What follows belongs to an exercise in optimizing a design on an open flow for a short achievable clock period and few clock cycles; a production flow would make more cautious choices.
Where RTL was checked, it was by simulation tests only, not by an equivalence proof against the original.
Only the layout flow was run in runs 2 to 4; the RTL was not checked for function there.
No activity file was given, so power comes from the tool's default toggle rates.

$ cat design/flow/design.v
package cpu_isa_pkg;
  typedef enum logic [3:0] {
    NOP  = 4'h0,
    ADD  = 4'h1,
    SUB  = 4'h2,
    AND  = 4'h3,
    OR   = 4'h4,
    XOR  = 4'h5,
    LDI  = 4'h6,
    JMP  = 4'h7,
    JZ   = 4'h8,
    JNZ  = 4'h9,
    LD   = 4'ha,
    ST   = 4'hb,
    HALT = 4'hf
  } opcode_e;
  typedef enum logic [2:0] {
    ALU_ADD = 3'd0,
    ALU_SUB = 3'd1,
    ALU_AND = 3'd2,
    ALU_OR  = 3'd3,
    ALU_XOR = 3'd4,
    ALU_IMM = 3'd5
  } alu_op_e;
  typedef enum logic {
    SRC_ALU = 1'b0,
    SRC_BUS = 1'b1
  } wb_src_e;
  typedef struct packed {
    opcode_e               opcode;
    logic [4-1:0] rd;
    logic [4-1:0] ra;
    logic [4-1:0] rb;
  } instr_t;
  typedef struct packed {
    logic    reg_we;
    wb_src_e wb_src;
    alu_op_e alu_op;
    logic    flag_load;
    logic    fetch_en;
    logic    branch_take;
    logic    bus_start;
    logic    bus_we;
  } ctrl_t;
endpackage
package cpu_bus_pkg;
  typedef struct packed {
    logic                  cyc;
    logic                  stb;
    logic                  we;
    logic [16-1:0] adr;
    logic [16-1:0] dat;
  } wb_req_t;
  typedef struct packed {
    logic                   ack;
    logic [16-1:0] dat;
  } wb_rsp_t;
endpackage
module cpu_fetch
(
  input  logic                 clk,
  input  logic                 reset,
  input  logic                 hold,
  input  logic                 redirect,
  input  logic [10-1:0] redirect_pc,
  input  logic                 take,
  input  logic [10-1:0] target,
  output logic [10-1:0] pc,
  output logic [10-1:0] pc_inc
);
  logic [10-1:0] pc_nxt;
  assign pc_inc = pc + 1'b1;
  always_comb
  begin
    if (redirect)
      pc_nxt = redirect_pc;
    else if (take)
      pc_nxt = target;
    else
      pc_nxt = pc_inc;
  end
  always_ff @(posedge clk or posedge reset)
  begin
    if (reset)
      pc <= '0;
    else if (!hold)
      pc <= pc_nxt;
  end
endmodule
module cpu_regfile
(
  input  logic                   clk,
  input  logic                   reset,
  input  logic                   we,
  input  logic [4-1:0]  wa,
  input  logic [16-1:0] wdata,
  input  logic [4-1:0]  ra1,
  input  logic [4-1:0]  ra2,
  output logic [16-1:0] rd1,
  output logic [16-1:0] rd2
);
  localparam int NREGS = 1 << 4;
  logic [16-1:0] regs [1:NREGS-1];
  always_ff @(posedge clk or posedge reset)
  begin
    if (reset)
    begin
      for (int i = 1; i < NREGS; i++)
        regs[i] <= '0;
    end
    else
    begin
      for (int i = 1; i < NREGS; i++)
        if (we && wa == i)
          regs[i] <= wdata;
    end
  end
  always_comb
  begin
    rd1 = '0;
    rd2 = '0;
    for (int i = 1; i < NREGS; i++)
    begin
      if (ra1 == i)
        rd1 = regs[i];
      if (ra2 == i)
        rd2 = regs[i];
    end
  end
endmodule
module cpu_alu
(
  input  logic [4:0]             op,
  input  logic                   cin,
  input  logic                   inv,
  input  logic [16-1:0] a,
  input  logic [16-1:0] b,
  input  logic [16-1:0] ld,
  output logic [16-1:0] y,
  output logic [16-1:0] y_inv,
  output logic                   zero
);
  localparam int W = 16;
  logic [W-1:0] p;
  logic [W-1:0] g;
  logic [W-1:0] gg [0:4];
  logic [W-1:0] pp [0:4];
  logic [W:0]   c;
  logic [W-1:0] sum;
  logic [W-1:0] sum_inv;
  logic [W-1:0] lg;
  assign p = a ^ b;
  assign g = a & b;
  assign gg[0] = {g[W-1:1], g[0] | (p[0] & cin)};
  assign pp[0] = p;
  for (genvar l = 0; l < 4; l++)
  begin : g_lvl
    for (genvar i = 0; i < W; i++)
    begin : g_bit
      if (i >= (1 << l))
      begin : g_comb
        assign gg[l+1][i] = gg[l][i] | (pp[l][i] & gg[l][i-(1<<l)]);
        assign pp[l+1][i] = pp[l][i] & pp[l][i-(1<<l)];
      end
      else
      begin : g_pass
        assign gg[l+1][i] = gg[l][i];
        assign pp[l+1][i] = pp[l][i];
      end
    end
  end
  assign c       = {gg[4], cin};
  assign sum     = p ^ c[W-1:0];
  assign sum_inv = (p ^ {W{inv}}) ^ c[W-1:0];
  always_comb
  begin
    lg = '0;
    if (op[1])
      lg = a & b;
    if (op[2])
      lg = a | b;
    if (op[3])
      lg = p;
    if (op[4])
      lg = ld;
  end
  assign y     = op[0] ? sum : lg;
  assign y_inv = op[0] ? sum_inv : (lg ^ {W{inv}});
  always_comb
  begin
    if (op[1])
      zero = ((a & b) == '0);
    else if (op[2])
      zero = ((a | b) == '0);
    else if (op[3])
      zero = (p == '0);
    else
      zero = (p == {a[W-2:0] | b[W-2:0], cin});
  end
endmodule
module cpu_io_master
(
  input  logic                   clk,
  input  logic                   reset,
  input  logic                   start,
  input  logic                   start_we,
  input  logic [16-1:0]  adr,
  input  logic [16-1:0] wdata,
  input  logic                   wb_ack_i,
  output logic                   wb_cyc_o,
  output logic                   wb_stb_o,
  output logic                   wb_we_o,
  output logic [16-1:0]  wb_adr_o,
  output logic [16-1:0] wb_dat_o,
  output logic                   stall
);
  logic                   cyc_q;
  logic                   we_q;
  logic [16-1:0]  adr_q;
  logic [16-1:0] dat_q;
  assign stall = cyc_q && !wb_ack_i;
  always_ff @(posedge clk or posedge reset)
  begin
    if (reset)
      cyc_q <= 1'b0;
    else if (!stall)
      cyc_q <= start;
  end
  always_ff @(posedge clk)
  begin
    if (!stall && start)
    begin
      we_q  <= start_we;
      adr_q <= adr;
      dat_q <= wdata;
    end
  end
  assign wb_cyc_o = cyc_q;
  assign wb_stb_o = cyc_q;
  assign wb_we_o  = we_q;
  assign wb_adr_o = adr_q;
  assign wb_dat_o = dat_q;
endmodule
module cpu_control
(
  input  logic                    clk,
  input  logic                    reset,
  input  logic [16-1:0] instr_word,
  input  logic [10-1:0]    pc_inc,
  input  logic                    stall,
  input  logic                    e_zero,
  output logic                    f_take,
  output logic                    redirect,
  output logic [10-1:0]    redirect_pc,
  output logic [16-1:0] ir_o,
  output logic                    d_ldi,
  output logic                    d_sub,
  output logic                    bus_start,
  output logic                    bus_we,
  output logic [4:0]              e_op,
  output logic                    e_cin,
  output logic                    e_we,
  output logic [4-1:0]   e_rd,
  output logic                    e_ld,
  output logic                    halted
);
  cpu_isa_pkg::instr_t f_ins;
  cpu_isa_pkg::instr_t ir;
  assign f_ins = instr_word;
  assign ir_o  = ir;
  logic                 v_d;
  logic                 pred_d;
  logic [10-1:0] pcp1_d;
  logic                 e_sf;
  logic                 flag_q;
  logic                 flag_now;
  logic d_alu;
  logic d_ld;
  logic d_st;
  logic d_halt;
  logic d_jz;
  logic d_jnz;
  logic d_sf;
  logic d_take;
  assign flag_now = e_sf ? e_zero : flag_q;
  assign d_alu  = (ir.opcode == cpu_isa_pkg::ADD) || (ir.opcode == cpu_isa_pkg::SUB) ||
                  (ir.opcode == cpu_isa_pkg::AND) || (ir.opcode == cpu_isa_pkg::OR)  ||
                  (ir.opcode == cpu_isa_pkg::XOR);
  assign d_ldi  = (ir.opcode == cpu_isa_pkg::LDI);
  assign d_sub  = (ir.opcode == cpu_isa_pkg::SUB);
  assign d_ld   = (ir.opcode == cpu_isa_pkg::LD);
  assign d_st   = (ir.opcode == cpu_isa_pkg::ST);
  assign d_halt = (ir.opcode == cpu_isa_pkg::HALT);
  assign d_jz   = (ir.opcode == cpu_isa_pkg::JZ);
  assign d_jnz  = (ir.opcode == cpu_isa_pkg::JNZ);
  assign d_sf   = v_d && d_alu;
  always_comb
  begin
    case (f_ins.opcode)
      cpu_isa_pkg::JMP: f_take = 1'b1;
      cpu_isa_pkg::JZ:  f_take = !d_sf && flag_now;
      cpu_isa_pkg::JNZ: f_take = d_sf || !flag_now;
      default:          f_take = 1'b0;
    endcase
  end
  assign d_take      = d_jz ? flag_now : !flag_now;
  assign redirect    = v_d && (d_jz || d_jnz) && (d_take != pred_d);
  assign redirect_pc = d_take ? ir[10-1:0] : pcp1_d;
  assign bus_start = v_d && (d_ld || d_st);
  assign bus_we    = d_st;
  always_ff @(posedge clk or posedge reset)
  begin
    if (reset)
    begin
      v_d    <= 1'b0;
      ir     <= '0;
      pred_d <= 1'b0;
      pcp1_d <= '0;
      e_op   <= '0;
      e_cin  <= 1'b0;
      e_we   <= 1'b0;
      e_sf   <= 1'b0;
      e_ld   <= 1'b0;
      e_rd   <= '0;
      halted <= 1'b0;
    end
    else if (!stall)
    begin
      v_d    <= !(redirect || (v_d && d_halt) || halted);
      ir     <= f_ins;
      pred_d <= f_take;
      pcp1_d <= pc_inc;
      e_op   <= {d_ld, ir.opcode == cpu_isa_pkg::XOR, ir.opcode == cpu_isa_pkg::OR,
                 ir.opcode == cpu_isa_pkg::AND,
                 ir.opcode == cpu_isa_pkg::ADD || d_sub || d_ldi};
      e_cin  <= d_sub;
      e_we   <= v_d && (d_alu || d_ldi || d_ld) && (ir.rd != '0);
      e_sf   <= d_sf;
      e_ld   <= v_d && d_ld;
      e_rd   <= ir.rd;
      halted <= halted || (v_d && d_halt);
    end
  end
  always_ff @(posedge clk or posedge reset)
  begin
    if (reset)
      flag_q <= 1'b0;
    else if (e_sf)
      flag_q <= e_zero;
  end
endmodule
module cpu_top
(
  input  logic                   clk,
  input  logic                   reset,
  input  logic [16-1:0] instr_word,
  output logic [10-1:0]   iaddr,
  input  logic                   wb_ack_i,
  input  logic [16-1:0] wb_dat_i,
  output logic                   wb_cyc_o,
  output logic                   wb_stb_o,
  output logic                   wb_we_o,
  output logic [16-1:0]  wb_adr_o,
  output logic [16-1:0] wb_dat_o,
  output logic                   halted
);
  cpu_isa_pkg::instr_t    ir;
  logic [10-1:0]   pc_inc;
  logic                   stall;
  logic                   f_take;
  logic                   redirect;
  logic [10-1:0]   redirect_pc;
  logic                   d_ldi;
  logic                   d_sub;
  logic                   bus_start;
  logic                   bus_we;
  logic [4:0]             e_op;
  logic                   e_cin;
  logic                   e_we;
  logic [4-1:0]  e_rd;
  logic                   e_ld;
  logic                   e_zero;
  logic [16-1:0] e_y;
  logic [16-1:0] e_y_inv;
  logic                   w_we;
  logic [4-1:0]  w_rd;
  logic [16-1:0] w_y;
  logic [16-1:0] rf_a;
  logic [16-1:0] rf_b;
  logic [16-1:0] ea;
  logic [16-1:0] eb;
  logic                   fe_a;
  logic                   fe_b;
  logic [16-1:0] a_n;
  logic [16-1:0] b_n;
  logic [16-1:0] adr_n;
  logic [16-1:0] a_q;
  logic [16-1:0] b_q;
  cpu_fetch u_fetch (
    .clk         (clk),
    .reset       (reset),
    .hold        (stall),
    .redirect    (redirect),
    .redirect_pc (redirect_pc),
    .take        (f_take),
    .target      (instr_word[10-1:0]),
    .pc          (iaddr),
    .pc_inc      (pc_inc)
  );
  cpu_control u_control (
    .clk         (clk),
    .reset       (reset),
    .instr_word  (instr_word),
    .pc_inc      (pc_inc),
    .stall       (stall),
    .e_zero      (e_zero),
    .f_take      (f_take),
    .redirect    (redirect),
    .redirect_pc (redirect_pc),
    .ir_o        (ir),
    .d_ldi       (d_ldi),
    .d_sub       (d_sub),
    .bus_start   (bus_start),
    .bus_we      (bus_we),
    .e_op        (e_op),
    .e_cin       (e_cin),
    .e_we        (e_we),
    .e_rd        (e_rd),
    .e_ld        (e_ld),
    .halted      (halted)
  );
  always_ff @(posedge clk or posedge reset)
  begin
    if (reset)
      w_we <= 1'b0;
    else
      w_we <= e_we && !stall;
  end
  always_ff @(posedge clk)
  begin
    w_rd <= e_rd;
    w_y  <= e_y;
  end
  cpu_regfile u_regfile (
    .clk   (clk),
    .reset (reset),
    .we    (w_we),
    .wa    (w_rd),
    .wdata (w_y),
    .ra1   (ir.ra),
    .ra2   (ir.rb),
    .rd1   (rf_a),
    .rd2   (rf_b)
  );
  always_comb
  begin
    ea = (w_we && w_rd == ir.ra) ? w_y : rf_a;
    eb = (w_we && w_rd == ir.rb) ? w_y : rf_b;
    if (d_ldi)
    begin
      ea = '0;
      eb = {{(16-8){ir.ra[3]}}, ir.ra, ir.rb};
    end
  end
  assign fe_a = e_we && (e_rd == ir.ra) && !d_ldi;
  assign fe_b = e_we && (e_rd == ir.rb) && !d_ldi;
  assign a_n   = fe_a ? e_y : ea;
  assign adr_n = fe_b ? e_y : eb;
  assign b_n   = fe_b ? e_y_inv : (eb ^ {16{d_sub}});
  always_ff @(posedge clk)
  begin
    a_q <= a_n;
    b_q <= b_n;
  end
  cpu_alu u_alu (
    .op    (e_op),
    .cin   (e_cin),
    .inv   (d_sub),
    .a     (a_q),
    .b     (b_q),
    .ld    (wb_dat_i),
    .y     (e_y),
    .y_inv (e_y_inv),
    .zero  (e_zero)
  );
  cpu_io_master u_io_master (
    .clk      (clk),
    .reset    (reset),
    .start    (bus_start),
    .start_we (bus_we),
    .adr      (adr_n),
    .wdata    (a_n),
    .wb_ack_i (wb_ack_i),
    .wb_cyc_o (wb_cyc_o),
    .wb_stb_o (wb_stb_o),
    .wb_we_o  (wb_we_o),
    .wb_adr_o (wb_adr_o),
    .wb_dat_o (wb_dat_o),
    .stall    (stall)
  );
endmodule
$ cat design/flow/run.sh
#!/bin/bash
# synth_recipe.tcl (not shown) runs the flow's synth.tcl, then flattens the netlist and writes it again
# the make line also repeats each setting of config.mk as NAME=value (left out here)
make -C /OpenROAD-flow-scripts/flow DESIGN_CONFIG=/design/flow/config.mk WORK_HOME=/design/flow/orfs CLKGATE_MAP_FILE= SYNTH_SCRIPT=/design/flow/synth_recipe.tcl finish
$ cat design/flow/config.mk
export PLATFORM = sky130hd
export DESIGN_NAME = cpu_top
export DESIGN_NICKNAME = cpu_top
export VERILOG_FILES = /design/flow/design.v
export SDC_FILE = /design/flow/constraint.sdc
export NUM_CORES = 4
export LEC_CHECK = 0
export ABC_CLOCK_PERIOD_IN_PS = 2000
export CAP_MARGIN = 20
export CORE_MARGIN = 2
export CORE_UTILIZATION = 40
export SETUP_SLACK_MARGIN = 5
export SLEW_MARGIN = 20
export TNS_END_PERCENT = 100
$ cat design/flow/constraint.sdc
create_clock -name core_clock -period 7.0 [get_ports {clk}]
set_input_delay 1.4000 -clock core_clock [delete_from_list [all_inputs] [get_ports {clk}]]
set_output_delay 1.4000 -clock core_clock [all_outputs]
set_load 0.01 [all_outputs]
==> summary.md, run 1 <==
| Metric | Value |
|---|---|
| Status | complete, no violations |
| # nets final | 2,393 |
| Setup TNS Final | 0 ns |
| Peak supply drop | 0.191 mV |
| Worst min path class | reg -> reg |
| Remaining antenna violation count | 0 |
| H-tree Lvls | 2 |
| Initial Utilization | 40.3% |
| Synth Warn # | 9 |
| Pwr Density | 378 mW/mm2 |
| Detailed Route WL | 89.8 mm |
| DP HPWL | 55.1 mm |
| Fraction of layout cells with a size suffix above 1 | 40.2% |
| Busiest grt layer | met2 |
| Ports | 81 |
| Synth Cell Area | 0.0216 mm2 |
| Post-Synth Simple-Gate Area | 12.0% |
| Post-synthesis adder-cell area fraction | 2.10% |
| #FFs+latches synth | 379 |
| Crit-path max FO | 4 |
| Seq pwr share | 35.9% |
| Clock Root Buffer | clkbuf_16 |
| Diodes inserted | 0 |
| Dpl cells | 2,789 |
| Iteration-0 DRC Markers | 2,350 |
| Syn_area_per_cell | 10.1 um2 |
| First-pass GRT wire length | 130 mm |
| Peak Freq | 343 MHz |
| Placed cell areas | 0.0233 mm2 |
| Vias/cell | 6.43 |
| Max cap viols | 0 |
| Clk pin slew, worst setup/hold paths | 0.06 ns |
| Tmin final | 2.92 ns |
| CP Launch Type | flip-flop |
| Library cells used by synthesis | 98 |
| Worst setup margin | 4.08 ns |
| Data arrival, critical path | 3.24 ns |
| Met3 Use GR | 7.21% |
| Final instance area | 0.0285 mm2 |
| Post-synth ARST share | 77.6% |
| Sw Ratio | 39.3% |
| Die Y | 236 um |
| Final Hold Viols | 0 |
| RSZ-0062 raised after global routing | yes |
| Drt wl/cell | 29.4 um |
| Clock skew | 0.0408 ns |
| Finish-stage setup viols | 0 |
| Fin crit share | 41.7% |
| Slew of the pin with the lowest slew margin | 0.823 ns |
| Syn_nets | 2,200 |
| Chip Width | 236 um |
| Remaining global-route overflow | 0 |
| First-pass DRT Iterations | 8 |
| Port Buffer Count | 80 |
| Slew Viols, Final | 0 |
| Final cell count without fillers | 3,053 |
| Synthesized instance count | 2,130 |
| Mux share of post-synthesis cell area | 17.2% |
| CTS sink count | 379 |
| RD Place Congestion | 1.04 |
| CTS tree | done |
| Crit Path Category | reg -> reg |
| Via count | 19,600 |
| Total GRT Usage | 30.9% |
| Rel. slew slack | 44.7% |
| Clk pwr share | 23.4% |
| Number of synthesized flops with an enable pin | 33 |
| Post-synthesis compound-gate area fraction | 17.8% |
| Post-synthesis xor/xnor area fraction | 2.47% |
| CTS Buf Count | 44 |
| Dominant synthesized flop cell | dfrtp_1 |
| GR Util met2 | 48.1% |
| Worst skew pair latency | 0.60 ns |
| P_leak | 12.2 nW |
| Largest net degree at the start of global routing | 79 |
| Sequential share of the synthesized area | 43.5% |
| Clock tree buffer depth | 3 |
| Worst path required time | 7.32 ns |
| Switching pwr | 4.23 mW |
| Antenna violations before repair | 3 |
| Grt met1 use | 39.9% |
| Synth-to-Final Area Change | 31.8% |
| Rows | 85 |
| Crit. End Element | flip-flop |
| Internal Power | 6.53 mW |
| Die ar. | 0.0558 mm2 |
| Vias in the first global route | 19,300 |
| Largest family of logic cells by synthesized area | compound AO/OA/AOI/OAI gates |
| Core Region | 0.0536 mm2 |
| Setup WS pre-CTS | 3.45 ns |
| Combinational Power Share | 40.7% |
| DRC | 0 |
[per-stage QoR]
stage / power, mW / hold WS (ns) / utilization [%]
2_1_floorplan: 5.87 / 0.421 / -
3_3_place_gp: 7.04 / 0.472 / 43.4
3_5_place_dp: 7.08 / 0.460 / 43.4
4_1_cts: 10.2 / 0.478 / 50.7
5_1_grt: 11.1 / 0.490 / 53.1
6_report: 10.8 / 0.485 / 53.1
[logic make-up after synthesis]
group | count (synthesis)
DFF | 379
adders and majority gates | 35
and+or+nand+nor | 536
buffers and inverters | 248
muxes | 319
AOI/OAI and AO/OA | 552
xor gates and xnor gates | 61
[cell usage in the layout (no fill, tap or decap), drive strengths merged, types with 15 or more instances in the layout]
cell and n:
a211oi 24, a21oi 106, a221oi 38, a22oi 37
a31oi 21, buf 271, clkbuf 56, clkdlybuf4s50 29
clkinv 15, dfrtp 294, dfxtp 52, edfxtp 33
ha 33, inv 72, mux2 259, mux2i 47
nand2 192, nand2b 24, nand3 33, nor2 119
nor2b 31, nor3 46, o211ai 23, o21ai 123
o22ai 19, o31ai 16, or3 15, xnor2 23
xor2 38
[power groups by stage]
stage / clock network [mW] / logic, mW / registers, mW
after floorplan: 0 / 2.47 / 3.40
after global placement: 0 / 3.21 / 3.83
after detailed placement: 0 / 3.23 / 3.85
after CTS: 2.54 / 3.87 / 3.78
after global routing: 2.62 / 4.61 / 3.91
final: 2.51 / 4.38 / 3.86
[worst max-delay path, cell delays in order, from the launching register on]
cell and delay, ns:
dfrtp_2 0.46, inv_2 0.08, fa_2 0.22, inv_2 0.04
fa_2 0.36, a21o_1 0.20, a21oi_4 0.18, o21ai_4 0.10
a21o_4 0.25, or3_4 0.34, a31oi_4 0.25, o22ai_2 0.14
[registers in the layout, summed over array words and instances, names as in the netlist, 4 cells and up]
| signal | cells |
|---|---|
| u_fetch.pc | 10 |
| u_io_master.adr_q | 16 |
| u_control.ir | 16 |
| u_regfile.regs | 240 |
| b_q | 16 |
| a_q | 16 |
| u_control.pcp1_d | 10 |
| w_y | 16 |
| u_io_master.dat_q | 16 |
| u_control.e_rd | 4 |
| u_control.e_op | 5 |
| w_rd | 4 |
[per-layer routing]
layer  vias to the layer above  wire length, um  part of all wire [%]
met5                         -               43                 0.048
met4                         6             5250                   5.8
met3                       355             9090                    10
met2                      1288            40400                    45
met1                      9738            35000                    39
li1                       8258                -                     -
[Yosys cell counts, types with 14 or more instances]
cell type,count,area [um2]
dfrtp_1,294,7360
mux2_2,257,2890
nand2_1,190,713
nor2_1,117,439
clkbuf_1,114,428
o21ai_0,114,571
a21oi_1,106,531
inv_1,74,278
dfxtp_1,52,1040
nor3_1,46,230
mux2i_1,45,450
xor2_1,38,333
a221oi_1,37,324
a22oi_1,36,270
edfxtp_1,33,991
ha_1,33,413
buf_2,32,160
nand3_1,32,160
nor2b_1,31,194
nand2b_1,24,150
o211ai_1,23,173
xnor2_1,23,201
a211oi_1,20,150
a31oi_1,20,125
o22ai_1,19,119
or3_1,15,93.8
a21o_1,14,105
mux4_2,14,315
[final timing paths]
path	startpoint	end	slack (ns)	cells past startpoint
max in group asynchronous	reset	u_regfile.regs[10][12]	5.08	3
min reg2reg	u_control.e_rd[2]	w_rd[2]	0.48	0
min	u_control.e_rd[2]	w_rd[2]	0.48	0
max	u_control.e_cin	u_io_master.dat_q[10]	4.08	11
max reg2reg	u_control.e_cin	u_io_master.dat_q[10]	4.08	11
min in group asynchronous	reset	u_regfile.regs[14][5]	1.44	3
[repair_timing]
| action | in CTS | in global routing |
|---|---|---|
| hold buffers | 0 | 0 |
| cloned | 14 | 4 |
| resized for setup | 469 | 167 |
| setup endpoints to repair | 491 | 178 |
| setup buffers | 116 | 50 |
| pin swaps | 79 | 84 |
[final cells by class]
type / instances / area [um2]
repair buffers: 314 / 3260
clock buffers: 53 / 1220
fillers: 4679 / 25200
clock inverters: 27 / 348
multi-input cells: 1508 / 13000
inverters: 76 / 308
well taps: 696 / 871
flip-flops and latches: 379 / 9430
Testbench counts, summed over its fixed seeds: cycles 41,768.
==> run 2, diff against run 1 <==
--- a/design/flow/design.v
+++ b/design/flow/design.v
@@ -63,5 +63,7 @@
   input  logic                 hold,
-  input  logic                 redirect,
-  input  logic [10-1:0] redirect_pc,
-  input  logic                 take,
+  input  logic                 flag,
+  input  logic [1:0]           redirect,
+  input  logic [10-1:0] redirect_pc0,
+  input  logic [10-1:0] redirect_pc1,
+  input  logic [1:0]           take,
   input  logic [10-1:0] target,
@@ -70,13 +72,7 @@
 );
-  logic [10-1:0] pc_nxt;
+  logic [10-1:0] pc_nxt0;
+  logic [10-1:0] pc_nxt1;
   assign pc_inc = pc + 1'b1;
-  always_comb
-  begin
-    if (redirect)
-      pc_nxt = redirect_pc;
-    else if (take)
-      pc_nxt = target;
-    else
-      pc_nxt = pc_inc;
-  end
+  assign pc_nxt0 = redirect[0] ? redirect_pc0 : (take[0] ? target : pc_inc);
+  assign pc_nxt1 = redirect[1] ? redirect_pc1 : (take[1] ? target : pc_inc);
   always_ff @(posedge clk or posedge reset)
@@ -86,3 +82,3 @@
     else if (!hold)
-      pc <= pc_nxt;
+      pc <= flag ? pc_nxt1 : pc_nxt0;
   end
@@ -133,4 +129,4 @@
   input  logic [4:0]             op,
-  input  logic                   cin,
   input  logic                   inv,
+  input  logic                   d_inv,
   input  logic [16-1:0] a,
@@ -147,5 +143,3 @@
   logic [W-1:0] pp [0:4];
-  logic [W:0]   c;
-  logic [W-1:0] sum;
-  logic [W-1:0] sum_inv;
+  logic [W-1:0] c;
   logic [W-1:0] lg;
@@ -153,3 +147,3 @@
   assign g = a & b;
-  assign gg[0] = {g[W-1:1], g[0] | (p[0] & cin)};
+  assign gg[0] = g;
   assign pp[0] = p;
@@ -171,5 +165,3 @@
   end
-  assign c       = {gg[4], cin};
-  assign sum     = p ^ c[W-1:0];
-  assign sum_inv = (p ^ {W{inv}}) ^ c[W-1:0];
+  assign c = {gg[4][W-2:0], 1'b0};
   always_comb
@@ -186,15 +178,17 @@
   end
-  assign y     = op[0] ? sum : lg;
-  assign y_inv = op[0] ? sum_inv : (lg ^ {W{inv}});
+  assign y     = op[0] ? ((p ^ {W{inv}}) ^ c) : lg;
+  assign y_inv = op[0] ? ((p ^ {W{inv ^ d_inv}}) ^ c) : (lg ^ {W{d_inv}});
+  logic [W-1:0] o;
+  logic [W-1:0] zt;
+  assign o = a | b;
   always_comb
   begin
-    if (op[1])
-      zero = ((a & b) == '0);
-    else if (op[2])
-      zero = ((a | b) == '0);
-    else if (op[3])
-      zero = (p == '0);
-    else
-      zero = (p == {a[W-2:0] | b[W-2:0], cin});
+    for (int i = 0; i < W; i++)
+      zt[i] = (op[0] && !inv && (p[i] == ((i == 0) ? 1'b0 : o[i-1]))) ||
+              (op[0] && inv && p[i]) ||
+              (op[1] && !g[i]) ||
+              (op[2] && !o[i]) ||
+              (op[3] && !p[i]);
   end
+  assign zero = &zt;
 endmodule
@@ -251,5 +245,7 @@
   input  logic                    e_zero,
-  output logic                    f_take,
-  output logic                    redirect,
-  output logic [10-1:0]    redirect_pc,
+  output logic                    flag_now,
+  output logic [1:0]              f_take,
+  output logic [1:0]              redirect,
+  output logic [10-1:0]    redirect_pc0,
+  output logic [10-1:0]    redirect_pc1,
   output logic [16-1:0] ir_o,
@@ -260,3 +256,3 @@
   output logic [4:0]              e_op,
-  output logic                    e_cin,
+  output logic                    e_inv,
   output logic                    e_we,
@@ -275,3 +271,2 @@
   logic                 flag_q;
-  logic                 flag_now;
   logic d_alu;
@@ -283,3 +278,2 @@
   logic d_sf;
-  logic d_take;
   assign flag_now = e_sf ? e_zero : flag_q;
@@ -296,14 +290,16 @@
   assign d_sf   = v_d && d_alu;
-  always_comb
-  begin
-    case (f_ins.opcode)
-      cpu_isa_pkg::JMP: f_take = 1'b1;
-      cpu_isa_pkg::JZ:  f_take = !d_sf && flag_now;
-      cpu_isa_pkg::JNZ: f_take = d_sf || !flag_now;
-      default:          f_take = 1'b0;
-    endcase
-  end
-  assign d_take      = d_jz ? flag_now : !flag_now;
-  assign redirect    = v_d && (d_jz || d_jnz) && (d_take != pred_d);
-  assign redirect_pc = d_take ? ir[10-1:0] : pcp1_d;
+  logic f_jmp;
+  logic f_jz;
+  logic f_jnz;
+  logic d_cond;
+  assign f_jmp  = (f_ins.opcode == cpu_isa_pkg::JMP);
+  assign f_jz   = (f_ins.opcode == cpu_isa_pkg::JZ);
+  assign f_jnz  = (f_ins.opcode == cpu_isa_pkg::JNZ);
+  assign d_cond = v_d && (d_jz || d_jnz);
+  assign f_take[0] = f_jmp || f_jnz;
+  assign f_take[1] = f_jmp || (f_jz && !d_sf) || (f_jnz && d_sf);
+  assign redirect[0]  = d_cond && (d_jnz != pred_d);
+  assign redirect[1]  = d_cond && (d_jz != pred_d);
+  assign redirect_pc0 = d_jnz ? ir[10-1:0] : pcp1_d;
+  assign redirect_pc1 = d_jz ? ir[10-1:0] : pcp1_d;
   assign bus_start = v_d && (d_ld || d_st);
@@ -318,4 +314,2 @@
       pcp1_d <= '0;
-      e_op   <= '0;
-      e_cin  <= 1'b0;
       e_we   <= 1'b0;
@@ -323,3 +317,2 @@
       e_ld   <= 1'b0;
-      e_rd   <= '0;
       halted <= 1'b0;
@@ -328,10 +321,6 @@
     begin
-      v_d    <= !(redirect || (v_d && d_halt) || halted);
+      v_d    <= !((flag_now ? redirect[1] : redirect[0]) || (v_d && d_halt) || halted);
       ir     <= f_ins;
-      pred_d <= f_take;
+      pred_d <= flag_now ? f_take[1] : f_take[0];
       pcp1_d <= pc_inc;
-      e_op   <= {d_ld, ir.opcode == cpu_isa_pkg::XOR, ir.opcode == cpu_isa_pkg::OR,
-                 ir.opcode == cpu_isa_pkg::AND,
-                 ir.opcode == cpu_isa_pkg::ADD || d_sub || d_ldi};
-      e_cin  <= d_sub;
       e_we   <= v_d && (d_alu || d_ldi || d_ld) && (ir.rd != '0);
@@ -339,3 +328,2 @@
       e_ld   <= v_d && d_ld;
-      e_rd   <= ir.rd;
       halted <= halted || (v_d && d_halt);
@@ -343,2 +331,13 @@
   end
+  always_ff @(posedge clk)
+  begin
+    if (!stall)
+    begin
+      e_op  <= {d_ld, ir.opcode == cpu_isa_pkg::XOR, ir.opcode == cpu_isa_pkg::OR,
+                ir.opcode == cpu_isa_pkg::AND,
+                ir.opcode == cpu_isa_pkg::ADD || d_sub || d_ldi};
+      e_inv <= d_sub;
+      e_rd  <= ir.rd;
+    end
+  end
   always_ff @(posedge clk or posedge reset)
@@ -369,5 +368,7 @@
   logic                   stall;
-  logic                   f_take;
-  logic                   redirect;
-  logic [10-1:0]   redirect_pc;
+  logic                   flag_now;
+  logic [1:0]             f_take;
+  logic [1:0]             redirect;
+  logic [10-1:0]   redirect_pc0;
+  logic [10-1:0]   redirect_pc1;
   logic                   d_ldi;
@@ -377,3 +378,3 @@
   logic [4:0]             e_op;
-  logic                   e_cin;
+  logic                   e_inv;
   logic                   e_we;
@@ -395,3 +396,2 @@
   logic [16-1:0] b_n;
-  logic [16-1:0] adr_n;
   logic [16-1:0] a_q;
@@ -402,4 +402,6 @@
     .hold        (stall),
+    .flag        (flag_now),
     .redirect    (redirect),
-    .redirect_pc (redirect_pc),
+    .redirect_pc0(redirect_pc0),
+    .redirect_pc1(redirect_pc1),
     .take        (f_take),
@@ -416,5 +418,7 @@
     .e_zero      (e_zero),
+    .flag_now    (flag_now),
     .f_take      (f_take),
     .redirect    (redirect),
-    .redirect_pc (redirect_pc),
+    .redirect_pc0(redirect_pc0),
+    .redirect_pc1(redirect_pc1),
     .ir_o        (ir),
@@ -425,3 +429,3 @@
     .e_op        (e_op),
-    .e_cin       (e_cin),
+    .e_inv       (e_inv),
     .e_we        (e_we),
@@ -466,5 +470,4 @@
   assign fe_b = e_we && (e_rd == ir.rb) && !d_ldi;
-  assign a_n   = fe_a ? e_y : ea;
-  assign adr_n = fe_b ? e_y : eb;
-  assign b_n   = fe_b ? e_y_inv : (eb ^ {16{d_sub}});
+  assign a_n = fe_a ? e_y_inv : (ea ^ {16{d_sub}});
+  assign b_n = fe_b ? e_y : eb;
   always_ff @(posedge clk)
@@ -476,4 +479,4 @@
     .op    (e_op),
-    .cin   (e_cin),
-    .inv   (d_sub),
+    .inv   (e_inv),
+    .d_inv (d_sub),
     .a     (a_q),
@@ -490,3 +493,3 @@
     .start_we (bus_we),
-    .adr      (adr_n),
+    .adr      (b_n),
     .wdata    (a_n),
==> summary.md, run 2 <==
| Metric | Value |
|---|---|
| Max reg flops | 240 (unchanged) |
| Library cells used by synthesis | 82 (-16%) |
| Setup TNS Final | 0 ns (unchanged) |
| Fin crit share | 49.2% (+7.5 points) |
| Drt wl/cell | 28.6 um (-2.6%) |
| Crit-path max FO | 6 (+2) |
| Pwr Total | 6.43 mW (-40%) |
| Peak Freq | 291 MHz (-15%) |
| Worst setup margin | 3.56 ns (-0.525 ns) |
| RD Place Congestion | 0.971 (-7.1%) |
| Tmin final | 3.44 ns (+0.525 ns) |
| Setup WS pre-CTS | 2.67 ns (-0.778 ns) |
| CP Launch Type | flip-flop |
| Synthesized instance count | 2,191 (+2.9%) |
| #FFs+latches synth | 379 (unchanged) |
| Worst skew pair latency | 0.61 ns (about the same) |
| Ports | 81 (unchanged) |
| Sw Ratio | 30.8% (-8.5 points) |
| Min Hold Slack | 0.471 ns (-0.0142 ns) |
| Remaining global-route overflow | 0 (unchanged) |
| Number of synthesized flops with an enable pin | 43 (+30%) |
| Slew Viols, Final | 0 (unchanged) |
| Peak supply drop | 0.157 mV (-18%) |
| Most common cell in the synthesized netlist | mux2_2 |
| Critical Path End | u_fetch.pc[9] |
| Critical R2R Capture | u_fetch.pc[9] |
| Fraction of layout cells with a size suffix above 1 | 44.5% (+4.3 points) |
| CTS sink count | 379 (unchanged) |
| Rows | 85 (unchanged) |
| Cell taking the most area after synthesis | dfrtp_1 |
| Worst reg-to-reg path cell count | 12 (+1) |
| Antenna violations before repair | 1 (-2) |
| H-tree Lvls | 2 (unchanged) |
| Crit-path max cell delay | 0.58 ns (+0.12 ns) |
| Sequential share of the synthesized area | 43.1% (-0.43 points) |
| Combinational Power Share | 23.2% (-18 points) |
| Slew of the pin with the lowest slew margin | 0.928 ns (+0.104 ns) |
| Yosys top cell area share | 32.4% (-1.7 points) |
| DP HPWL | 53.5 mm (-2.9%) |
| CP top delay family | compound AO/OA/AOI/OAI gates |
| Data arrival, critical path | 3.90 ns (+0.66 ns) |
| P_leak | 13.0 nW (+6.1%) |
| Main area contributors after synthesis | dfrtp_1 32%, mux2_2 15%, edfxtp_1 5.9%, dfxtp_1 4.7%, a21oi_1 3.7% |
| Worst path slowest cell | o41a_1 |
| # nets final | 2,488 (+4.0%) |
| Detailed Route WL | 90.2 mm (+0.45%) |
| Worst r2r src | u_control.e_inv |
| Via count | 20,300 (+3.6%) |
| Max cap viols | 0 (unchanged) |
| Crit path cell chain | buf_12 -> buf_12 -> nand2b_4 -> xnor2_2 -> a21oi_2 -> or4_1 -> o41a_1 -> inv_4 -> mux2_4 -> mux2_4 -> a21oi_2 -> a221oi_2 |
| CP Buf/Inv Count | 3 (+1) |
| Total GRT Usage | 30.9% (-0.061 points) |
| Commonest cells in the netlist | 293 x mux2_2, 284 x dfrtp_1, 179 x nand2_1 |
| Chip Width | 238 um (+0.76%) |
| Remaining antenna violation count | 0 (unchanged) |
| CTS Buf Count | 44 (unchanged) |
| Clk pin slew, worst setup/hold paths | 0.06 ns (about the same) |
| Internal Power | 4.44 mW (-32%) |
| R2R Setup Slk | 3.56 ns (-0.53 ns) |
| Post-synth ARST share | 74.9% (-2.6 points) |
| Synth Warn # | 9 (unchanged) |
| Port Buffer Count | 80 (unchanged) |
| Diodes inserted | 0 (unchanged) |
| Syn_area_per_cell | 10.0 um2 (-1.3%) |
| Vias/cell | 6.46 (+0.45%) |
| Core Region | 0.0540 mm2 (+0.79%) |
| Syn_nets | 2,259 (+2.7%) |
| Clock Root Buffer | clkbuf_16 |
| Rel. slew slack | 38.1% (-6.6 points) |
| RSZ-0062 raised after global routing | yes |
| Die ar. | 0.0567 mm2 (+1.5%) |
| DRC | 0 (unchanged) |
| Synth-to-Final Area Change | 37.3% |
| Clock tree buffer depth | 3 (unchanged) |
| Iteration-0 DRC Markers | 2,693 (+15%) |
| Worst path required time | 7.46 ns (+0.14 ns) |
| Clk pwr share | 37.3% (+14 points) |
| Final cell count without fillers | 3,148 (+3.1%) |
| Final Hold Viols | 0 (unchanged) |
| Fillers | 4,465 (-4.6%) |
| Switching pwr | 1.98 mW (-53%) |
| Synth Cell Area | 0.0219 mm2 (+1.5%) |
| Leading cell types in the layout, fill and taps excluded | 270 x dfrtp_1, 269 x mux2_2, 154 x nand2_1 |
| WP depth | 12 (+1) |
| Pwr Density | 213 mW/mm2 (-44%) |
| CTS tree | done |
| Worst min path class | reg -> reg |
| Crit. End Element | flip-flop |
| First-pass GRT wire length | 132 mm (+1.7%) |
| Initial Utilization | 40.6% (+0.30 points) |
| Seq pwr share | 39.6% (+3.7 points) |
| Die Y | 238 um (+0.76%) |
| Dpl cells | 2,837 (+1.7%) |
| Clock skew | 0.0288 ns (-0.0120 ns) |
| Vias in the first global route | 20,000 (+3.7%) |
| Dominant synthesized flop cell | dfrtp_1 |
| Status | complete, no violations |
| Crit Path Category | reg -> reg |
| Largest register by flop count | u_regfile.regs |
| First-pass DRT Iterations | 6 (-2) |
| Finish-stage setup viols | 0 (unchanged) |
| Setup crit start | u_control.e_inv |
| Commonest non-fill, non-tap cell in the layout | dfrtp_1 |
| Largest net degree at the start of global routing | 73 (-7.6%) |
[run 2: how the worst min path moves through the flow]
stage                            startpoint                end  slack, ns  cells past startpoint
final                     u_control.e_rd[0]            w_rd[0]       0.47                      0
after global routing       u_control.ir[10]  u_control.e_rd[2]       0.48                      0
after CTS                 u_control.e_rd[3]            w_rd[3]       0.48                      0
after detailed placement  u_control.e_rd[3]            w_rd[3]       0.47                      0
after global placement    u_control.e_rd[0]            w_rd[0]       0.44                      0
after floorplan           u_control.e_rd[0]            w_rd[0]       0.41                      0
[run 2: metrics by stage]
| step | util (%) | area, um2 |
|---|---|---|
| 6_report | 55.7 | 30100 |
| 5_1_grt | 55.7 | 30100 |
| 4_1_cts | 53.3 | 28800 |
| 3_5_place_dp | 44.2 | 23900 |
| 3_3_place_gp | 44.2 | 23900 |
| 2_1_floorplan | - | 23000 |
[run 2: logic make-up (layout without fill, tap and decap cells)]
group                    Yosys count  after routing  synth area share, %
multiplexers                     382            382                 19.8
AO/OA/AOI/OAI                    586            586                 17.6
flip-flops                       379            379                 43.1
adder cells (fa/ha/maj)           33             33                 1.88
AND/OR/NAND/NOR                  490            495                 10.2
buffers and inverters            242            498                 4.27
XOR/XNOR                          79             79                 3.16
[run 2: final cells by class]
class	count	area (um2)	area share [%]
Multi-Input combinational cell	1575	14000	46.5
Sequential cell	379	9490	31.5
Inverter	71	312	1.03
Timing Repair Buffer	348	3960	13.1
Clock inverter	21	248	0.823
Timing Repair inverter	1	8.76	0.0291
Clock buffer	57	1210	4.02
Tap cell	696	871	2.89
[run 2: power by group through the flow]
| stage | clock [mW] | combinational, mW | sequential, mW |
|---|---|---|---|
| finish | 2.39 | 1.49 | 2.54 |
| floorplan | 0 | 0.772 | 2.50 |
| global route | 2.51 | 1.57 | 2.55 |
| global placement | 0 | 1.03 | 2.59 |
| detailed placement | 0 | 1.03 | 2.60 |
| CTS | 2.40 | 1.36 | 2.53 |
[run 2: layer usage]
metal	track usage (%)	up-vias	routed length, um
li1	-	8513	-
met2	46.8	1257	39500
met4	15.4	0	5350
met3	6.89	348	9240
met5	0	-	0
met1	41.7	10200	36000
[run 2: worst reg2reg max path: stages (launching register included)]
cell	delay, ns
edfxtp_1	0.51
buf_12	0.19
buf_12	0.12
nand2b_4	0.14
xnor2_2	0.17
a21oi_2	0.07
or4_1	0.50
o41a_1	0.58
inv_4	0.15
mux2_4	0.35
mux2_4	0.32
a21oi_2	0.13
a221oi_2	0.07
[run 2: what timing repair did]
item / in CTS / in global routing
hold buffers: 0 / 0
setup buffers: 156 / 51
gates resized for setup: 614 / 165
pin swaps: 135 / 139
endpoints found under the setup margin: 535 / 410
gates cloned: 22 / 4
==> run 3, diff against run 2 <==
--- a/design/flow/design.v
+++ b/design/flow/design.v
@@ -92,4 +92,4 @@
   input  logic [16-1:0] wdata,
-  input  logic [4-1:0]  ra1,
-  input  logic [4-1:0]  ra2,
+  input  logic [(1 << 4)-1:1]   sel1,
+  input  logic [(1 << 4)-1:1]   sel2,
   output logic [16-1:0] rd1,
@@ -119,6 +119,4 @@
     begin
-      if (ra1 == i)
-        rd1 = regs[i];
-      if (ra2 == i)
-        rd2 = regs[i];
+      rd1 = rd1 | (regs[i] & {16{sel1[i]}});
+      rd2 = rd2 | (regs[i] & {16{sel2[i]}});
     end
@@ -134,2 +132,3 @@
   input  logic [16-1:0] ld,
+  input  logic [16-1:0] zt,
   output logic [16-1:0] y,
@@ -180,4 +179,17 @@
   assign y_inv = op[0] ? ((p ^ {W{inv ^ d_inv}}) ^ c) : (lg ^ {W{d_inv}});
+  assign zero = &zt;
+endmodule
+module cpu_flag_terms
+(
+  input  logic [4:0]             op,
+  input  logic [16-1:0] a,
+  input  logic [16-1:0] b,
+  output logic [16-1:0] zt
+);
+  localparam int W = 16;
+  logic [W-1:0] p;
+  logic [W-1:0] g;
   logic [W-1:0] o;
-  logic [W-1:0] zt;
+  assign p = a ^ b;
+  assign g = a & b;
   assign o = a | b;
@@ -186,9 +198,8 @@
     for (int i = 0; i < W; i++)
-      zt[i] = (op[0] && !inv && (p[i] == ((i == 0) ? 1'b0 : o[i-1]))) ||
-              (op[0] && inv && p[i]) ||
-              (op[1] && !g[i]) ||
-              (op[2] && !o[i]) ||
-              (op[3] && !p[i]);
+      zt[i] = (op[0] && (p[i] == ((i == 0) ? 1'b0 : o[i-1]))) ||
+              (op[1] && p[i]) ||
+              (op[2] && !g[i]) ||
+              (op[3] && !o[i]) ||
+              (op[4] && !p[i]);
   end
-  assign zero = &zt;
 endmodule
@@ -255,2 +266,5 @@
   output logic                    bus_we,
+  output logic [4:0]              d_op,
+  output logic [(1 << 4)-1:1]    d_sa,
+  output logic [(1 << 4)-1:1]    d_sb,
   output logic [4:0]              e_op,
@@ -290,2 +304,13 @@
   assign d_sf   = v_d && d_alu;
+  assign d_op = {ir.opcode == cpu_isa_pkg::XOR, ir.opcode == cpu_isa_pkg::OR,
+                 ir.opcode == cpu_isa_pkg::AND, d_sub, ir.opcode == cpu_isa_pkg::ADD};
+  always_ff @(posedge clk)
+  begin
+    if (!stall)
+      for (int i = 1; i < (1 << 4); i++)
+      begin
+        d_sa[i] <= (f_ins.ra == i);
+        d_sb[i] <= (f_ins.rb == i);
+      end
+  end
   logic f_jmp;
@@ -398,2 +423,7 @@
   logic [16-1:0] b_q;
+  logic [4:0]             d_op;
+  logic [(1 << 4)-1:1]   d_sa;
+  logic [(1 << 4)-1:1]   d_sb;
+  logic [16-1:0] zt_n;
+  logic [16-1:0] zt_q;
   cpu_fetch u_fetch (
@@ -428,2 +458,5 @@
     .bus_we      (bus_we),
+    .d_op        (d_op),
+    .d_sa        (d_sa),
+    .d_sb        (d_sb),
     .e_op        (e_op),
@@ -453,4 +486,4 @@
     .wdata (w_y),
-    .ra1   (ir.ra),
-    .ra2   (ir.rb),
+    .sel1  (d_sa),
+    .sel2  (d_sb),
     .rd1   (rf_a),
@@ -472,6 +505,13 @@
   assign b_n = fe_b ? e_y : eb;
+  cpu_flag_terms u_flag_terms (
+    .op (d_op),
+    .a  (a_n),
+    .b  (b_n),
+    .zt (zt_n)
+  );
   always_ff @(posedge clk)
   begin
-    a_q <= a_n;
-    b_q <= b_n;
+    a_q  <= a_n;
+    b_q  <= b_n;
+    zt_q <= zt_n;
   end
@@ -484,2 +524,3 @@
     .ld    (wb_dat_i),
+    .zt    (zt_q),
     .y     (e_y),
==> summary.md, run 3 <==
| Metric | Value |
|---|---|
| Remaining global-route overflow | 0 (unchanged) |
| Most common cell in the synthesized netlist | dfrtp_1 |
| Drt wl/cell | 27.2 um (-5.0%) |
| Vias/cell | 6.29 (-2.7%) |
| Worst min path class | reg -> reg |
| CTS Buf Count | 47 (+6.8%) |
| Clk pin slew, worst setup/hold paths | 0.06 ns (about the same) |
| Peak Freq | 314 MHz (+7.9%) |
| Clock skew | 0.0358 ns (+0.00693 ns) |
| Setup WS pre-CTS | 2.73 ns (+0.0654 ns) |
| Initial Utilization | 40.6% (about the same) |
| Dominant synthesized flop cell | dfrtp_1 |
| Worst Hold Depth | 0 (unchanged) |
| Syn_nets | 2,105 (-6.8%) |
| Final Hold Viols | 0 (unchanged) |
| Critical R2R Capture | zt_q[12] |
| Hold Path End | w_rd[3] |
| Pwr Density | 370 mW/mm2 (+73%) |
| Remaining antenna violation count | 0 (unchanged) |
| Clock tree buffer depth | 3 (unchanged) |
| Fin crit share | 45.6% (-3.6 points) |
| R2R Setup Slk | 3.81 ns (+0.25 ns) |
| Crit. End Element | flip-flop |
| Rel. slew slack | 44.7% (+6.6 points) |
| Largest net degree at the start of global routing | 115 (+58%) |
| Internal Power | 6.76 mW (+52%) |
| Worst r2r src | u_control.ir[4] |
| Synth Cell Area | 0.0219 mm2 (about the same) |
| Data arrival, critical path | 3.65 ns (-0.25 ns) |
| Worst skew pair latency | 0.62 ns (about the same) |
| Core Region | 0.0540 mm2 (unchanged) |
| Via count | 18,600 (-8.8%) |
| Yosys top cell area share | 32.4% (about the same) |
| Die ar. | 0.0567 mm2 (about the same) |
| Clock Root Buffer | clkbuf_16 |
| Sequential cell area | 0.0107 mm2 (+13%) |
| Commonest non-fill, non-tap cell in the layout | dfrtp_1 |
| Vias in the first global route | 18,300 (-8.2%) |
| Chip Width | 238 um (about the same) |
| CTS sink count | 425 (+12%) |
| RD Place Congestion | 0.882 (-9.1%) |
| Finish-stage setup viols | 0 (unchanged) |
| Worst setup margin | 3.81 ns (+0.252 ns) |
| Post-CTS Hold Fix Bufs | 0 (unchanged) |
| P_leak | 12.4 nW (-4.1%) |
| Sequential share of the synthesized area | 48.6% (+5.5 points) |
| Slew Viols, Final | 0 (unchanged) |
| Crit Path Category | reg -> reg |
| Synth Warn # | 10 (+1) |
| Port Buffer Count | 80 (unchanged) |
| Ports | 81 (unchanged) |
| Slew of the pin with the lowest slew margin | 0.829 ns (-0.0986 ns) |
| Seq pwr share | 37.9% (-1.7 points) |
| Die Y | 238 um (about the same) |
| Setup crit start | u_control.ir[4] |
| Rows | 85 (unchanged) |
| Leading cell types in the layout, fill and taps excluded | 270 x dfrtp_1, 243 x mux2_2, 156 x buf_4 |
| Main area contributors after synthesis | dfrtp_1 32%, mux2_2 13%, edfxtp_1 10%, dfxtp_1 6.2%, a22oi_1 4.5% |
| Tmin final | 3.19 ns (-0.252 ns) |
| Antenna violations before repair | 1 (unchanged) |
| Syn_area_per_cell | 10.9 um2 (+9.4%) |
| Fraction of layout cells with a size suffix above 1 | 40.0% (-4.6 points) |
| Multi-input gate area | 0.0122 mm2 (-13%) |
| Peak supply drop | 0.223 mV (+42%) |
| Largest register by flop count | u_regfile.regs |
| DP HPWL | 44.1 mm (-18%) |
| First-pass DRT Iterations | 7 (+1) |
| Sw Ratio | 36.6% (+5.7 points) |
| CP Launch Type | flip-flop |
| Iteration-0 DRC Markers | 2,389 (-11%) |
| Cell taking the most area after synthesis | dfrtp_1 |
| RSZ-0062 raised after global routing | yes |
| Setup TNS Final | 0 ns (unchanged) |
| Worst reg-to-reg path cell count | 13 (+1) |
| Status | complete, no violations |
| Fillers | 4,527 (+1.4%) |
| Crit-path max FO | 5 (-1) |
| CTS tree | done |
| Diodes inserted | 0 (unchanged) |
| Commonest cells in the netlist | 284 x dfrtp_1, 248 x mux2_2, 137 x clkbuf_1 |
| Combinational Power Share | 37.9% (+15 points) |
| Library cells used by synthesis | 76 (-7.3%) |
| Total GRT Usage | 27.7% (-3.2 points) |
| H-tree Lvls | 2 (unchanged) |
| Number of synthesized flops with an enable pin | 73 (+70%) |
| Worst hold path startpoint | u_control.e_rd[3] |
| First-pass GRT wire length | 118 mm (-11%) |
| Synth-to-Final Area Change | 31.5% |
| DRC | 0 (unchanged) |
| Max cap viols | 0 (unchanged) |
| Synthesized instance count | 2,005 (-8.5%) |
| #FFs+latches synth | 425 (+12%) |
| Clk pwr share | 24.2% (-13 points) |
| Post-synth ARST share | 66.8% (-8.1 points) |
| Switching pwr | 3.90 mW (+97%) |
| Max reg flops | 240 (unchanged) |
| Worst path required time | 7.46 ns (about the same) |
| Detailed Route WL | 80.3 mm (-11%) |
| # nets final | 2,315 (-7.0%) |
run 3: changes by cell type after synthesis, moves of 33 or more:
cell	delta
mux2_2	-45
o21ai_0	-100
mux2i_1	-46
a21oi_1	-99
a22o_1	+33
nand3_1	+51
a22oi_1	+101
nand2_1	-46
run 3: cell families (layout without fill, tap and decap cells):
group / after synthesis / after routing / share of synthesized area (%)
adder cells (fa/ha/maj): 65 / 65 / 3.71
XOR/XNOR: 82 / 82 / 3.27
multiplexers: 279 / 279 / 14.2
flip-flops: 425 / 425 / 48.6
AND/OR/NAND/NOR: 468 / 472 / 9.94
buffers and inverters: 221 / 466 / 3.98
AO/OA/AOI/OAI: 465 / 465 / 16.3
run 3: how the worst max path moves through the flow:
| stage | endpoint | slack [ns] | cells after the start |
|---|---|---|---|
| after detailed placement | u_io_master.cyc_q | 2.73 | 7 |
| after floorplan | u_control.e_sf | 1.84 | 1 |
| final | zt_q[12] | 3.81 | 13 |
| after global routing | zt_q[11] | 3.72 | 13 |
| after CTS | zt_q[11] | 3.98 | 13 |
| after global placement | u_io_master.cyc_q | 2.77 | 7 |
run 3: metrics by stage:
| step | utilization, % | hold slack (ns) | area (um2) | power [mW] | std cells |
|---|---|---|---|---|---|
| final | 53.4 | 0.447 | 28900 | 10.7 | 2950 |
| after global routing | 53.4 | 0.461 | 28900 | 11.1 | 2950 |
| after CTS | 51.7 | 0.447 | 27900 | 10.3 | 2900 |
| after detailed placement | 44.1 | 0.432 | 23900 | 7.07 | 2658 |
| after global placement | 44.1 | 0.426 | 23800 | 6.96 | 2658 |
| after floorplan | - | 0.408 | 22600 | 6.00 | 2005 |
run 3: final cells by class:
class | count | share of cell area, %
Tap cell | 696 | 3.02
Multi-Input combinational cell | 1363 | 42.3
Timing Repair Buffer | 314 | 11.0
Sequential cell | 425 | 37.1
Clock inverter | 14 | 0.503
Inverter | 61 | 0.937
Clock buffer | 74 | 5.06
Timing Repair inverter | 3 | 0.169
run 3: layer usage:
| metal | vias up | wire length (um) | track usage, % |
|---|---|---|---|
| met5 | - | 14 | 0 |
| met4 | 2 | 4580 | 14.5 |
| met3 | 272 | 7460 | 5.68 |
| met2 | 1050 | 36100 | 42.3 |
| met1 | 9354 | 32100 | 37.1 |
| li1 | 7875 | - | - |
run 3: critical path, cell delays in order (launching register included):
cell and delay [ns]:
dfrtp_1 0.36, inv_2 0.06, a222oi_1 0.38, buf_4 0.19, or4b_4 0.60, nand4_1 0.29
o21ai_2 0.11, mux2i_1 0.19, mux2_4 0.31, ha_4 0.18, nor2_4 0.10, nor3_2 0.05
a21oi_1 0.14, o211ai_1 0.10
run 3: what timing repair did:
item,in CTS,in global routing
gates cloned,15,3
endpoints found under the setup margin,529,370
buffers inserted,139,47
resized for setup,420,96
pin swaps,66,45
run 3: power groups by stage:
stage | clock network, mW | registers (mW) | logic [mW]
3_3_place_gp | 0 | 4.12 | 2.85
5_1_grt | 2.70 | 4.12 | 4.30
6_report | 2.58 | 4.04 | 4.04
2_1_floorplan | 0 | 3.73 | 2.27
3_5_place_dp | 0 | 4.14 | 2.93
4_1_cts | 2.60 | 3.99 | 3.67
==> run 4, diff against run 3 <==
==> design/flow/flow/run.sh (new file) <==
#!/bin/bash
# Own flow: the standard layout (standard.sh), with one change made by a
# hook after global placement: the port buffers on the inputs become plain
# buf_4 cells (buffer_ports picks a slow delay-style buffer here).
set -euo pipefail
work="$(cd "$(dirname "$0")/.." && pwd)"
cd "$work"
export POST_GLOBAL_PLACE_TCL="$work/flow/input_buffers.tcl"
bash standard.sh > "$work/standard_flow.log" 2>&1
==> design/flow/flow/input_buffers.tcl (new file) <==
# Runs at the end of ORFS's global placement (POST_GLOBAL_PLACE hook), after
# buffer_ports: every input port keeps its own buffer, now a buf_4.
set n 0
foreach inst [get_cells input*] {
  if {[get_property $inst ref_name] ne "sky130_fd_sc_hd__buf_4"} {
    replace_cell $inst sky130_fd_sc_hd__buf_4
    incr n
  }
}
puts "input_buffers.tcl: $n input port buffers made buf_4"
==> design/flow/standard.sh (new file) <==
#!/bin/bash
# synth_recipe.tcl (not shown) runs the flow's synth.tcl, then flattens the netlist and writes it again
# the make line also repeats each setting of config.mk as NAME=value (left out here)
make -C /OpenROAD-flow-scripts/flow DESIGN_CONFIG=/design/flow/config.mk WORK_HOME=/design/flow/orfs CLKGATE_MAP_FILE= SYNTH_SCRIPT=/design/flow/synth_recipe.tcl "${@:-finish}"
removed: design/flow/run.sh
==> summary.md, run 4 <==
| Metric | Value |
|---|---|
| Status | complete, no violations |
| Rows | 85 (unchanged) |
| Initial Utilization | 40.6% (unchanged) |
| Clock Root Buffer | clkbuf_16 |
| Data arrival, critical path | 3.61 ns (-0.04 ns) |
| Number of synthesized flops with an enable pin | 73 (unchanged) |
| H-tree Lvls | 2 (unchanged) |
| Pwr Total | 10.7 mW (+0.31%) |
| Antenna violations before repair | 0 (-1) |
| Slew of the pin with the lowest slew margin | 0.948 ns (+0.119 ns) |
| Sequential share of the synthesized area | 48.6% (unchanged) |
| Clock skew | 0.0102 ns (-0.0256 ns) |
| CTS tree | done |
| Remaining global-route overflow | 0 (unchanged) |
| Drt wl/cell | 27.3 um (+0.40%) |
| Most common cell in the synthesized netlist | dfrtp_1 |
| Tmin final | 3.17 ns (-0.0200 ns) |
| Worst min path class | reg -> reg |
| Internal Power | 6.80 mW (+0.60%) |
| Core Region | 0.0540 mm2 (unchanged) |
| Iteration-0 DRC Markers | 2,681 (+12%) |
| DP HPWL | 44.1 mm (about the same) |
| Ports | 81 (unchanged) |
| Synth Cell Area | 0.0219 mm2 (unchanged) |
| CTS Buf Count | 46 (-2.1%) |
| Dpl cells | 2,658 (unchanged) |
| P_leak | 12.4 nW (-0.17%) |
| Post-synth ARST share | 66.8% (unchanged) |
| Diodes inserted | 0 (unchanged) |
| Commonest non-fill, non-tap cell in the layout | dfrtp_1 |
| Crit. End Element | flip-flop |
| Crit-path max FO | 5 (unchanged) |
| Largest net degree at the start of global routing | 171 (+49%) |
| Sw Ratio | 36.4% (-0.18 points) |
| Pwr Density | 372 mW/mm2 (+0.75%) |
| Peak Freq | 316 MHz (+0.63%) |
| #FFs+latches synth | 425 (unchanged) |
| Crit Path Category | reg -> reg |
| Synth Warn # | 10 (unchanged) |
| Seq pwr share | 37.7% (-0.2 points) |
| Max cap viols | 0 (unchanged) |
| Via count | 18,500 (-0.043%) |
| Switching pwr | 3.89 mW (-0.19%) |
| Slew Viols, Final | 0 (unchanged) |
| Combinational Power Share | 38.2% (+0.3 points) |
| Clk pin slew, worst setup/hold paths | 0.06 ns (about the same) |
| Remaining antenna violation count | 0 (unchanged) |
| Chip Width | 238 um (unchanged) |
| Die Y | 238 um (unchanged) |
| First-pass DRT Iterations | 6 (-1) |
| Setup TNS Final | 0 ns (unchanged) |
| Library cells used by synthesis | 76 (unchanged) |
| Fin crit share | 45.3% (-0.29 points) |
| Commonest cells in the netlist | 284 x dfrtp_1, 248 x mux2_2, 137 x clkbuf_1 |
| # nets final | 2,316 (+0.043%) |
| Leading cell types in the layout, fill and taps excluded | 270 x dfrtp_1, 243 x mux2_2, 189 x buf_4 |
| Peak supply drop | 0.223 mV (about the same) |
| Clk pwr share | 24.1% (about the same) |
| CTS sink count | 425 (unchanged) |
| Worst path required time | 7.44 ns (-0.02 ns) |
| Detailed Route WL | 80.6 mm (+0.34%) |
| Final cell count without fillers | 2,948 (-0.068%) |
| Max reg flops | 240 (unchanged) |
| Fillers | 4,595 (+1.5%) |
| Final Hold Viols | 0 (unchanged) |
| Yosys top cell area share | 32.4% (unchanged) |
| Worst skew pair latency | 0.60 ns (-0.02 ns) |
| Vias/cell | 6.29 (about the same) |
| Main area contributors after synthesis | dfrtp_1 32%, mux2_2 13%, edfxtp_1 10%, dfxtp_1 6.2%, a22oi_1 4.5% |
| Syn_area_per_cell | 10.9 um2 (unchanged) |
| Die ar. | 0.0567 mm2 (unchanged) |
| Synthesized instance count | 2,005 (unchanged) |
| First-pass GRT wire length | 118 mm (about the same) |
| Fraction of layout cells with a size suffix above 1 | 41.2% (+1.2 points) |
| Clock tree buffer depth | 3 (unchanged) |
| Largest register by flop count | u_regfile.regs |
| Synth-to-Final Area Change | 30.9% |
| Port Buffer Count | 80 (unchanged) |
| Post-CTS Hold Fix Bufs | 0 (unchanged) |
| R2R Setup Slk | 3.83 ns (+0.02 ns) |
| Vias in the first global route | 18,500 (+1.0%) |
| Total GRT Usage | 27.7% (about the same) |
| Cell taking the most area after synthesis | dfrtp_1 |
| Syn_nets | 2,105 (unchanged) |
| DRC | 0 (unchanged) |
| Dominant synthesized flop cell | dfrtp_1 |
| Finish-stage setup viols | 0 (unchanged) |
| CP Launch Type | flip-flop |
| RSZ-0062 raised after global routing | yes |
| Rel. slew slack | 36.6% (-8.1 points) |
[run 4: cell counts after synthesis]
No cell type changed its count.
[run 4: worst paths after layout]
check / start / to / depth (start not counted)
max: u_control.ir[4] / zt_q[14] / 13
min: u_control.e_rd[3] / w_rd[3] / 0
max reg2reg: u_control.ir[4] / zt_q[14] / 13
min reg2reg: u_control.e_rd[3] / w_rd[3] / 0
max in group asynchronous: reset / u_regfile.regs[3][11] / 3
min in group asynchronous: reset / u_control.ir[2] / 3
[run 4: cells by family (layout without fill, tap and decap cells)]
kind of cell / Yosys count / in the layout / share of synthesized area [%]
buffers and inverters: 221 / 464 / 3.98
AOI/OAI and AO/OA: 465 / 465 / 16.3
muxes: 279 / 279 / 14.2
DFF: 425 / 425 / 48.6
adders and majority gates: 65 / 65 / 3.71
xor gates and xnor gates: 82 / 82 / 3.27
and+or+nand+nor: 468 / 472 / 9.94
[run 4: power by group through the flow]
stage	clock network (mW)	logic [mW]	registers, mW
6_report	2.57	4.09	4.03
5_1_grt	2.71	4.34	4.11
3_5_place_dp	0	2.93	4.15
2_1_floorplan	0	2.27	3.73
3_3_place_gp	0	2.85	4.12
4_1_cts	2.60	3.67	4.00
[run 4: timing repair]
action	CTS	global route
resized for setup	404	85
endpoints found under the setup margin	335	255
gates cloned	14	3
setup buffers	156	33
pin swaps	66	57
[run 4: stage by stage]
step | util, % | cell area (um2) | setup slack [ns] | hold slack, ns
CTS | 51.7 | 28000 | 3.97 | 0.446
floorplan | - | 22600 | 1.84 | 0.408
global placement | 44.1 | 23800 | 2.77 | 0.426
detailed placement | 44.0 | 23800 | 2.96 | 0.432
finish | 53.2 | 28700 | 3.83 | 0.447
global route | 53.2 | 28700 | 3.69 | 0.467
[run 4: metal layers]
| layer | global-route usage, % | wire, um | vias up |
|---|---|---|---|
| li1 | - | - | 7880 |
| met1 | 36.7 | 31600 | 9307 |
| met2 | 42.5 | 36300 | 1079 |
| met3 | 5.80 | 8080 | 279 |
| met4 | 14.9 | 4500 | 0 |
| met5 | 0 | 0 | - |
[run 4: worst max-delay path, cell delays in order, from the launching register on]
cell and delay [ns]:
dfrtp_1 0.37, inv_2 0.07, a222oi_1 0.34, buf_4 0.19
or4b_4 0.60, mux2_4 0.35, a22oi_2 0.18, nand2_2 0.12
xnor2_2 0.17, ha_4 0.17, nor2_1 0.11, nor3_1 0.06
a21oi_1 0.18, o211ai_1 0.12
[run 4: area by class of cell]
type | count | area, um2 | share of cell area [%]
Clock buffer | 63 | 1350 | 4.69
Clock inverter | 21 | 239 | 0.832
Inverter | 61 | 270 | 0.941
Multi-Input combinational cell | 1363 | 12100 | 42.3
Sequential cell | 425 | 10700 | 37.2
Tap cell | 696 | 871 | 3.03
Timing Repair Buffer | 316 | 3100 | 10.8
Timing Repair inverter | 3 | 48.8 | 0.170

[afterwards: timing with drivers on the ports]
The flow's constraints put no driver on any port. The routed layouts listed below were extracted and timed again, unchanged, in two steps. Step 1 (the two cells are an assumption about what drives the block):
set clk [get_ports {clk}]
set_driving_cell -lib_cell sky130_fd_sc_hd__clkbuf_16 $clk
set_driving_cell -lib_cell sky130_fd_sc_hd__buf_2 [delete_from_list [all_inputs] $clk]
Step 2 adds t to the input delays and takes it off the output delays; t is the mean of the earliest and latest rising clock arrival at the registers after step 1. Input paths then give back, and output paths get back, about the clock's delay inside the block. Three values: no drivers, after step 1, after step 2; two values: the first two.
| run | t, ns | setup slack, ns | hold WS [ns] |
|---|---|---|---|
| run 1 | 0.644 | 4.084 / 4.084 / 3.622 | 0.485 / 0.485 / 0.485 |
| run 2 | 0.657 | 3.558 / 3.558 / 3.323 | 0.471 / 0.471 / 0.471 |
| run 3 | 0.660 | 3.811 / 3.811 / 3.516 | 0.447 / 0.447 / 0.447 |
| run 4 | 0.651 | 3.831 / 3.831 / 3.831 | 0.447 / 0.447 / 0.447 |
After both steps setup and hold are still met in every run listed. For run 1, which loses most, drivers alone change the setup slack by 0.000 ns; drivers and shift together by -0.462 ns.
